From an optimization exercise on the open Yosys and OpenROAD flow, aimed at small area, a short achievable clock period and few clock cycles per item; shortcuts taken in it are not production practice.
Only simulation tests tie the RTL to the original design; equivalence was not proved.
Power figures rest on the tool's default switching activity, not on a simulated workload.

// fetch_top
module fetch_top (
    input  logic  clk_in,
    input  logic  br_reset,
    input  logic  stall,
    input  logic  redirect_valid,
    input  logic [31:0] redirect_pc,
    output logic  out_valid,
    output logic [31:0] out_ins,
    output logic [31:0] out_pc,
    output logic [31:0] out_pred_pc,
    input  logic  upd_valid,
    input  logic [31:0] upd_pc,
    input  logic  upd_taken,
    output logic  mem_req,
    output logic [31:0] mem_addr,
    input  logic  mem_ack,
    input  logic [31:0] mem_data
);
clock: 6.0 ns
lec_check: 0
abc_clock_period_in_ps: 3000
cap_margin: 20
core_margin: 8
core_utilization: 40
cts_buf_list: sky130_fd_sc_hd__clkbuf_4 sky130_fd_sc_hd__clkbuf_8
cts_cluster_size: 30
setup_slack_margin: 3.0
slew_margin: 20
synth_hierarchical: 1
synth_minimum_keep_size: 0
standard.sh (not shown) runs the stock make flow with config.mk's settings and CLKGATE_MAP_FILE= SYNTH_SCRIPT=/design/flow/synth_recipe.tcl, a recipe that flattens the netlist after the stock synthesis.
==> flow/flow/run.sh <==
#!/bin/bash
# The standard layout, with the ports buffered by the smallest buffer
# instead of the flow's default pick; repair still resizes them as needed.
set -euo pipefail
export BUFFER_PORTS_ARGS="-buffer_cell sky130_fd_sc_hd__buf_1"
export RECOVER_POWER=100
bash standard.sh > standard.log 2>&1
The baseline completed, yet does not pass: max-capacitance violations, max-slew violations.
Testbench counts at the start, summed over its fixed seeds: cycles 50,559, items 14,446.
Rerun with:
--- a/flow/flow/run.sh
+++ b/flow/flow/run.sh
@@ -4,4 +4,3 @@
 set -euo pipefail
 export BUFFER_PORTS_ARGS="-buffer_cell sky130_fd_sc_hd__buf_1"
-export RECOVER_POWER=100
 bash standard.sh > standard.log 2>&1
=> The changed run ran to the end with no violations; total power goes up by 0.31%; utilization goes up by 0.57 points; count of clock-buffer cells in the layout does not change; design area goes up by 1.2%.
Rerun with:
- CORE_UTILIZATION: 40 -> 65
What happened: The changed run ran to the end with no violations. Power rose by 2.0%. Area after synthesis stays the same. Design area fell by 1.3%. Final cell count fell by 8.2%. Fmax fell by 3.7%. Die area fell by 35%.

---

ember:
Another version of the RTL of fetch_top (not shown whole).
For scale: roughly 8100 sq um of cells after synthesis.
// fetch_top
module fetch_top (
    input  logic  clk_in,
    input  logic  br_reset,
    input  logic  stall,
    input  logic  redirect_valid,
    input  logic [31:0] redirect_pc,
    output logic  out_valid,
    output logic [31:0] out_ins,
    output logic [31:0] out_pc,
    output logic [31:0] out_pred_pc,
    input  logic  upd_valid,
    input  logic [31:0] upd_pc,
    input  logic  upd_taken,
    output logic  mem_req,
    output logic [31:0] mem_addr,
    input  logic  mem_ack,
    input  logic [31:0] mem_data
);
Settings: LEC_CHECK=0, ABC_CLOCK_PERIOD_IN_PS=3000, CAP_MARGIN=20, CORE_MARGIN=8, CORE_UTILIZATION=40, CTS_BUF_LIST=sky130_fd_sc_hd__clkbuf_4 sky130_fd_sc_hd__clkbuf_8, CTS_CLUSTER_SIZE=30, SETUP_SLACK_MARGIN=2.8, SLEW_MARGIN=20, SYNTH_HIERARCHICAL=1, SYNTH_MINIMUM_KEEP_SIZE=0, TNS_END_PERCENT=50; clock period 6.0 ns.
==> flow/flow/run.sh <==
#!/bin/bash
# The standard layout, with the ports buffered by the smallest buffer
# instead of the flow's default pick; repair still resizes them as needed.
set -euo pipefail
export BUFFER_PORTS_ARGS="-buffer_cell sky130_fd_sc_hd__buf_1"
export REMOVE_ABC_BUFFERS=1
bash standard.sh > standard.log 2>&1
Testbench counts of ember, summed over its fixed seeds: cycles 51,127, items 14,446.
The following lists how zinc was set up differently from ember:
Settings: changing SETUP_SLACK_MARGIN from 2.8 to 3.2; removing TNS_END_PERCENT (formerly 50).
diff --git a/flow/flow/run.sh b/flow/flow/run.sh
--- a/flow/flow/run.sh
+++ b/flow/flow/run.sh
@@ -4,4 +4,3 @@
 set -euo pipefail
 export BUFFER_PORTS_ARGS="-buffer_cell sky130_fd_sc_hd__buf_1"
-export REMOVE_ABC_BUFFERS=1
 bash standard.sh > standard.log 2>&1
### Flow results
- zinc | status: complete | timing, DRC, antenna: pass
- zinc ends up with a count of vias placed by the detailed router that is 161 higher than in ember.
- [zinc] area of all placed cells without fillers rose 5.2% relative to ember
- Delta (zinc minus ember): proportion of power drawn by the clock network rose by 1.3 points; total net switching power rose by about 3.4%; final hold slack fell by 0.0072 ns; count of buffers added by post-CTS timing repair for setup rose by 21.
- The termination of the worst setup path comes out np_q[20] in one run and np_q[25] in the other, namely in ember and zinc respectively.
- zinc reports a higher worst setup margin than ember does.
Input-level comparison between quartz and zinc:
Settings: swapping 3.2 for 2.8 in SETUP_SLACK_MARGIN; putting ABC_AREA at 1 where nothing was set.
diff --git a/flow/flow/run.sh b/flow/flow/run.sh
--- a/flow/flow/run.sh
+++ b/flow/flow/run.sh
@@ -4,3 +4,4 @@
 set -euo pipefail
 export BUFFER_PORTS_ARGS="-buffer_cell sky130_fd_sc_hd__buf_1"
+export REMOVE_ABC_BUFFERS=1
 bash standard.sh > standard.log 2>&1
## What came out
The run showing the greater share of synthesized area spent on multiplexers is zinc.
Sort zinc and quartz by met3 usage in global routing, ascending, and zinc comes first.
quartz: global-route usage is 0.92 points higher than what zinc reported.
quartz vs zinc, vertical die dimension went up by about 1.4%.
Of the two values seen for cell with the largest stage delay on the worst path, sky130_fd_sc_hd__a41o_4 was produced by zinc and sky130_fd_sc_hd__clkinv_2 by quartz.
The sequential power of zinc and that of quartz are within noise of each other.
Summary — data arrival time of the critical path, quartz relative to zinc: lower, by 0.12 ns.
Relative to quartz, the following input files were edited for raven:
Settings: ABC_AREA no longer set, was 1; GPL_TIMING_DRIVEN now 0, previously not set.
Notes after the runs:
- Status: max-capacitance violation count parity (quartz, raven)
- raven vs quartz, clock buffer count in the final layout went up by 4.
- In the reports for raven and quartz, the larger synthesized area per cell belongs to raven.
- The number of nets in the layout of raven falls short of that of quartz by 419.
- Count of vias placed by the detailed router went down by more than 10% going from quartz to raven.
- On raven: combinational share of power is 1.1 points higher than what quartz gave.
- raven reports its main combinational cell family by area after synthesis as multiplexers while quartz reports simple AND/OR/NAND/NOR gates.
- As far as sequential share of layout area is concerned, raven and quartz perform about the same.
- Run comparison: raven most frequent standard cell in the layout excluding fill and tap cells sky130_fd_sc_hd__buf_1; quartz most frequent standard cell in the layout excluding fill and tap cells sky130_fd_sc_hd__nand2_1
- Relative to quartz, the total area of multi-input combinational cells of raven is higher by 6.1%.
- Diff quartz -> raven | critical path data arrival time | increase of 0.12 ns
Input-level comparison between maple and raven:
Settings: a change of SETUP_SLACK_MARGIN from 2.8 to 3.3; a deleted SYNTH_HIERARCHICAL that had been 1; an added ABC_AREA of 1; a deleted GPL_TIMING_DRIVEN that had been 0; a deleted SYNTH_MINIMUM_KEEP_SIZE that had been 0.
--- outcome ---
Between raven and maple, layout multi-input combinational cell count increased.
Diff raven -> maple: setup skew after layout fell by 0.0032 ns, post-layout total power fell by 3.7%, count of final hold-check violations comparable, proportion of cell area occupied by multi-input gates saw a decrease, routed length on met3 rose by about 40%.

[separate check: timing with driven ports]
The flow's constraints put no driver on any port. The routed layouts listed below were extracted and timed again, unchanged, in two steps. Step 1: set_driving_cell puts a clkbuf_16 on clk_in and a buf_2 on each other input, an assumption about the parent block. Step 2 times the ports against the registers' clock, not the clock port: input delays grow and output delays shrink by t, the midpoint of the rising clock arrivals with the driver on. Slacks: ideal / step 1 / step 2; pairs: ideal / step 1.
| run | t (ns) | setup WS [ns] | slew at the worst register clock pin (ns) | worst data-port slew with drivers (ns) |
|---|---|---|---|---|
| the first run of note 1 | 0.498 | 1.672 / 1.675 / 1.177 | 0.09 / 0.09 | 0.05 |
| the second run of note 1 | 0.494 | 2.954 / 2.900 / 2.406 | 0.09 / 0.09 | 0.09 |
| the third run of note 1 | 0.481 | 2.839 / 2.834 / 2.353 | 0.08 / 0.08 | 0.06 |
| ember | 0.482 | 2.854 / 2.856 / 2.374 | 0.08 / 0.08 | 0.05 |
| zinc | 0.481 | 2.864 / 2.876 / 2.394 | 0.08 / 0.08 | 0.06 |
| quartz | 0.487 | 2.991 / 3.008 / 2.521 | 0.09 / 0.09 | 0.08 |
| raven | 0.474 | 2.861 / 2.843 / 2.369 | 0.08 / 0.08 | 0.05 |
| maple | 0.495 | 3.218 / 3.231 / 2.736 | 0.09 / 0.09 | 0.08 |
For the second run of note 1, which loses most, drivers alone change the setup slack by -0.054 ns; drivers and shift together by -0.548 ns.
